Context: an optimization exercise on an open-source flow, tuned for small area. The choices shown serve that exercise and are no tape-out recipe. RTL that was checked went through simulation tests only; none was proved equivalent to the original. No activity file was given, so power comes from the tool's default toggle rates.

Design cnn_top, start of the top module:
module cnn_top
(
    input  logic        clk,
    input  logic        reset,
    input  logic        load_req,
    input  logic [15:0] load_cmd,        
    output logic        load_ack,
    input  logic        run_req,
    output logic        run_ack,
    output logic [81:0] result           
);
Size: roughly 1700 cells after synthesis, ~100 I/O pins, about 27000 µm² of cells after synthesis.
clock: 10.0 ns
lec_check: 0
cap_margin: 20
core_margin: 2
core_utilization: 60
slew_margin: 20
standard.sh (not shown) runs the stock make flow with config.mk's settings and CLKGATE_MAP_FILE= SYNTH_SCRIPT=/design/flow/synth_recipe.tcl, a recipe that flattens the netlist after the stock synthesis.
==> flow/flow/run.sh <==
#!/bin/bash
set -euo pipefail
export BUFFER_PORTS_ARGS="-buffer_cell sky130_fd_sc_hd__buf_1"
export CTS_ARGS="-sink_clustering_enable -repair_clock_nets -dont_use_dummy_load -buf_list sky130_fd_sc_hd__clkbuf_8 -sink_clustering_size 18 -sink_clustering_max_diameter 60"
bash standard.sh > standard.log 2>&1
==> next run, changes <==
--- a/flow/design.v
+++ b/flow/design.v
@@ -438,23 +438,24 @@
 module cnn_top
 (
     input  logic        clk,
     input  logic        reset,
     input  logic        load_req,
     input  logic [15:0] load_cmd,        
     output logic        load_ack,
     input  logic        run_req,
     output logic        run_ack,
     output logic [81:0] result           
 );
-    localparam logic [2:0] S_IDLE  = 3'd0;      
+    localparam logic [2:0] S_IDLE  = 3'd0;
+    localparam logic [2:0] S_WAIT  = 3'd1;
     localparam logic [2:0] S_CONV  = 3'd2;      
     localparam logic [2:0] S_CONV2 = 3'd3;      
     localparam logic [2:0] S_DENSE = 3'd4;
     localparam logic [2:0] S_FIN   = 3'd5;      
     localparam logic [2:0] S_ACK   = 3'd6;
     logic [2:0]  state;
     logic [5:0]  phi;
     logic [1:0]  ph;                         
     logic [1:0]  pl;                         
     logic [1:0]  cls;
     logic        wflag;                      
@@ -676,35 +677,42 @@
                 if (cmp_cls == 2'(q))
                 begin
                     scores[q] <= scores[3];
                 end
             end
             if (cmp_cls == 2'd0 || gtc[20])
             begin
                 win_class <= cmp_cls;
             end
         end
     end
-    assign run_ack = state == S_ACK;
     always_ff @(posedge clk or negedge reset)
     begin
         if (!reset)
         begin
             state   <= S_IDLE;
+            run_ack <= 1'b0;
         end
         else
         begin
             case (state)
                 S_IDLE:
                 begin
-                    if (run_req && t_last)
+                    if (run_req)
+                    begin
+                        state <= S_WAIT;
+                    end
+                end
+                S_WAIT:
+                begin
+                    if (t_last)
                     begin
                         state <= S_CONV;
                     end
                 end
                 S_CONV:
                 begin
                     if (t_last)
                     begin
                         state <= S_CONV2;
                     end
                 end
@@ -716,24 +724,26 @@
                     end
                 end
                 S_DENSE:
                 begin
                     if (psi_end && cls == 2'd3)
                     begin
                         state <= S_FIN;
                     end
                 end
                 S_FIN:
                 begin
-                    state <= S_ACK;
+                    state   <= S_ACK;
+                    run_ack <= 1'b1;
                 end
                 default:
                 begin
                     if (!run_req)
                     begin
-                        state <= S_IDLE;
+                        state   <= S_IDLE;
+                        run_ack <= 1'b0;
                     end
                 end
             endcase
         end
     end
 endmodule
Outcome: Final area stays flat; power goes down by 6.2%; sequential power goes down by about 2%; synthesized area went up by 0.47%; non-clock buffer count falls by 8; count of clock-buffer cells in the layout drops by 2; via count stays flat; setup slack degrades by 0.0059 ns; routed wire length climbs by 0.51%; combinational power falls by 55%; cell count barely changes; hold slack improved by 0.056 ns; core utilization shrinks by 1.0 points.


cnn_top, a different RTL version from the one above (not shown whole).
For scale: about 1800 cells after synthesis, ~100 I/O pins.
==> flow/config.mk <==
export PLATFORM = sky130hd
export DESIGN_NAME = cnn_top
export DESIGN_NICKNAME = cnn_top
export VERILOG_FILES = /design/flow/design.v
export SDC_FILE = /design/flow/constraint.sdc
export NUM_CORES = 4
export LEC_CHECK = 0
export CAP_MARGIN = 20
export CORE_MARGIN = 2
export CORE_UTILIZATION = 60
export SLEW_MARGIN = 20
==> flow/constraint.sdc <==
create_clock -name core_clock -period 10.0 [get_ports {clk}]
set_input_delay 2.0000 -clock core_clock [delete_from_list [all_inputs] [get_ports {clk}]]
set_output_delay 2.0000 -clock core_clock [all_outputs]
set_load 0.01 [all_outputs]
Scripts as last shown in full above: flow/flow/run.sh
Edit:
--- a/flow/design.v
+++ b/flow/design.v
@@ -590,63 +590,60 @@
         begin
             if (we && hit_wts && a_q - cls == 2'(m + 1))
             begin
                 wts[9*m + 8] <= din;
             end
         end
     end
     logic [7:0]  opa;                        
     logic [7:0]  opb;                        
     logic signed [19:0] sum;                 
     logic dense;
     logic idle;                              
-    logic hold;
+    logic hold;                              
+    logic upd;                               
     assign dense = state == S_DENSE;
     assign idle  = (state == S_CONV && cls[0]) || (state == S_CONV2 && !cls[0]);
     assign hold  = idle || state == S_FIN || state == S_ACK;
     always_comb
     begin
         if (dense || idle)
         begin
             opa = fea[0];
         end
         else
         begin
             opa = (ph == 2'd0) ? img[0] : (ph == 2'd1) ? img[5] : img[10];
         end
         if (dense)
         begin
             opb = wts[0];
         end
-        else if (idle)
+        else if (hold)
         begin
-            opb = 8'hff;                     
+            opb = upd ? 8'hff : 8'h00;
         end
         else
         begin
             opb = flt[0];
         end
     end
-    cnn_mac u_mac (.a(opa), .b(opb), .acc(scores[3]), .clr(psi0 && !idle), .q(sum));
+    cnn_mac u_mac (.a(opa), .b(opb), .acc(scores[3]), .clr(psi0 && !hold), .q(sum));
     always_ff @(posedge clk)
     begin
-        if (!hold)
-        begin
-            scores[3] <= sum;
-        end
+        scores[3] <= sum;
     end
     logic [5:0] slot_o;
     logic [3:0] tgt_g;
     logic       tgt_first;                   
-    logic       upd;
     logic [7:0] relu;
     assign slot_o = phi - 6'd8;
     always_ff @(posedge clk)
     begin
         if (psi_end)
         begin
             tgt_g     <= {slot_o[5:4], slot_o[2:1]};
             tgt_first <= !slot_o[3] && !slot_o[0];
         end
     end
     assign upd  = idle && tgt_g == {ph, pl};
     assign relu = scores[3][19] ? 8'd0 : (|scores[3][18:8]) ? 8'd255 : scores[3][7:0];
Result: Count of clock-buffer cells in the layout goes up by 1. Cell area goes down slightly. Power goes down by a few percent. Routed wire length goes up by a few percent. Synthesized cell count barely changes. Sequential share of layout area goes down by 0.33 points. Via count goes up slightly. Setup slack gains 0.21 ns. Global-route usage goes up by 0.74 points. Clock power barely changes.
Only the layout flow was run in the first run of this note; the RTL was not checked for function there.


job 101:
RTL: one of the versions met above, not the one the previous note started from.
For scale: ~1900 cells after synthesis, about 1000 flip-flops, roughly 100 I/O pins.
clock: 10.0 ns
lec_check: 0
abc_area: 1
cap_margin: 20
core_margin: 2
core_utilization: 70
slew_margin: 20
==> flow/flow/run.sh <==
#!/bin/bash
# The standard layout (standard.sh, ORFS) with these changes:
# - input and output ports are buffered with the smallest buffer;
# - clock tree synthesis uses clkbuf_8 sink clusters of up to 20 flip-flops and no dummy loads;
# - after floorplan, OpenROAD's restructure re-maps the combinational logic for
#   area (flow/restructure.tcl); registers are kept as synthesized.
# The make output goes to standard.log; each ORFS step keeps its own log.
set -euo pipefail
here=$(pwd)
export BUFFER_PORTS_ARGS="-buffer_cell sky130_fd_sc_hd__buf_1"
export CTS_ARGS="-sink_clustering_enable -repair_clock_nets -dont_use_dummy_load -buf_list sky130_fd_sc_hd__clkbuf_8 -sink_clustering_size 20 -sink_clustering_max_diameter 60"
export POST_FLOORPLAN_TCL="$here/flow/restructure.tcl"
bash standard.sh > standard.log 2>&1
==> flow/flow/restructure.tcl <==
# Area recovery after floorplan: re-map the combinational logic with ABC for
# area (OpenROAD restructure). Registers are not touched.
set lib_in [lindex $::env(LIB_FILES) 0]
set work $::env(RESULTS_DIR)/restructure
file mkdir $work
set lib_out $work/lib_dont_use.lib

# a copy of the library with the platform's don't-use cells marked dont_use,
# so that ABC leaves them out
set fh [open $lib_in r]
set text [read $fh]
close $fh
set out ""
set pos 0
foreach {whole name} [regexp -all -inline -indices {cell\s*\(\s*"?([A-Za-z0-9_]+)"?\s*\)\s*\{} $text] {
  set end [lindex $whole 1]
  set cell [string range $text [lindex $name 0] [lindex $name 1]]
  append out [string range $text $pos $end]
  foreach pattern $::env(DONT_USE_CELLS) {
    if { [string match $pattern $cell] } {
      append out "\n    dont_use : true;"
      break
    }
  }
  set pos [expr {$end + 1}]
}
append out [string range $text $pos end]
set fh [open $lib_out w]
puts -nonewline $fh $out
close $fh

set tielo "[lindex $::env(TIELO_CELL_AND_PORT) 0]/[lindex $::env(TIELO_CELL_AND_PORT) 1]"
set tiehi "[lindex $::env(TIEHI_CELL_AND_PORT) 0]/[lindex $::env(TIEHI_CELL_AND_PORT) 1]"
report_design_area
restructure -target area -liberty_file $lib_out -tielo_port $tielo -tiehi_port $tiehi \
  -work_dir $work
report_design_area
Setup changes, job 101 to job 104
--- a/flow/design.v
+++ b/flow/design.v
@@ -672,19 +672,19 @@
         if (cmp)
         begin
             for (int q = 0; q < 3; q++)
             begin
                 if (cmp_cls == 2'(q))
                 begin
                     scores[q] <= scores[3];
                 end
             end
-            if (cmp_cls == 2'd0 || gtc[20])
+            if (cmp_cls == 2'd0)
             begin
                 win_class <= cmp_cls;
             end
         end
     end
     assign run_ack = state == S_ACK;
     always_ff @(posedge clk or negedge reset)
     begin
         if (!reset)
--- outcome ---
- Summary of job 104 over job 101: reported net switching power +22%; fraction of the cycle the final worst path needs went up by 0.25 points.
- The via count of the first global-routing pass in job 104 sits 942 below the value recorded for job 101.
- Delta (job 104 minus job 101): final critical delay including setup and external delays picked up an extra 25 ps; synthesized instance count fell about 4%.
- Ratio of cells with drive above 1 in the final layout down 0.56 points in job 104 wrt job 101
- Job 104 vs. job 101: core box area went down by about 0.9%.
The RTL of job 104 was laid out without a check of its function.

[separate check: timing with driven ports]
In the flow no input, the clock included, has a driving cell. The finished layouts below were timed again as built, in two steps.
Step 1: set_driving_cell puts a clkbuf_16 on clk and a buf_2 on each other input, an assumption about the parent block.
Step 2, shift: input delay + t, output delay - t, t = (earliest + latest rising clock arrival at the registers) / 2. This alone moves slack from input paths to output paths.
Three values: ideal ports, drivers, drivers and shift; two values: the first two.
| run | t (ns) | slack for setup (ns) | slew at the worst register clock pin (ns) | worst slew at a driven data input, ns | cell pins on the clock port's net |
|---|---|---|---|---|---|
| the first run of note 1 | 0.665 | 0.449 / 0.449 / 0.449 | 0.11 / 0.11 | 0.12 | 1 |
| the second run of note 1 | 0.660 | 0.443 / 0.443 / 0.443 | 0.11 / 0.11 | 0.05 | 1 |
| the first run of note 2 | 0.683 | 0.359 / 0.359 / 0.359 | 0.11 / 0.11 | 0.06 | 1 |
| the second run of note 2 | 0.667 | 0.566 / 0.566 / 0.566 | 0.11 / 0.11 | 0.12 | 1 |
| job 101 | 0.686 | 0.985 / 0.985 / 0.985 | 0.12 / 0.12 | 0.06 | 1 |
| job 104 | 0.695 | 0.960 / 0.960 / 0.960 | 0.12 / 0.12 | 0.10 | 1 |
After both steps every run listed still meets setup and hold.
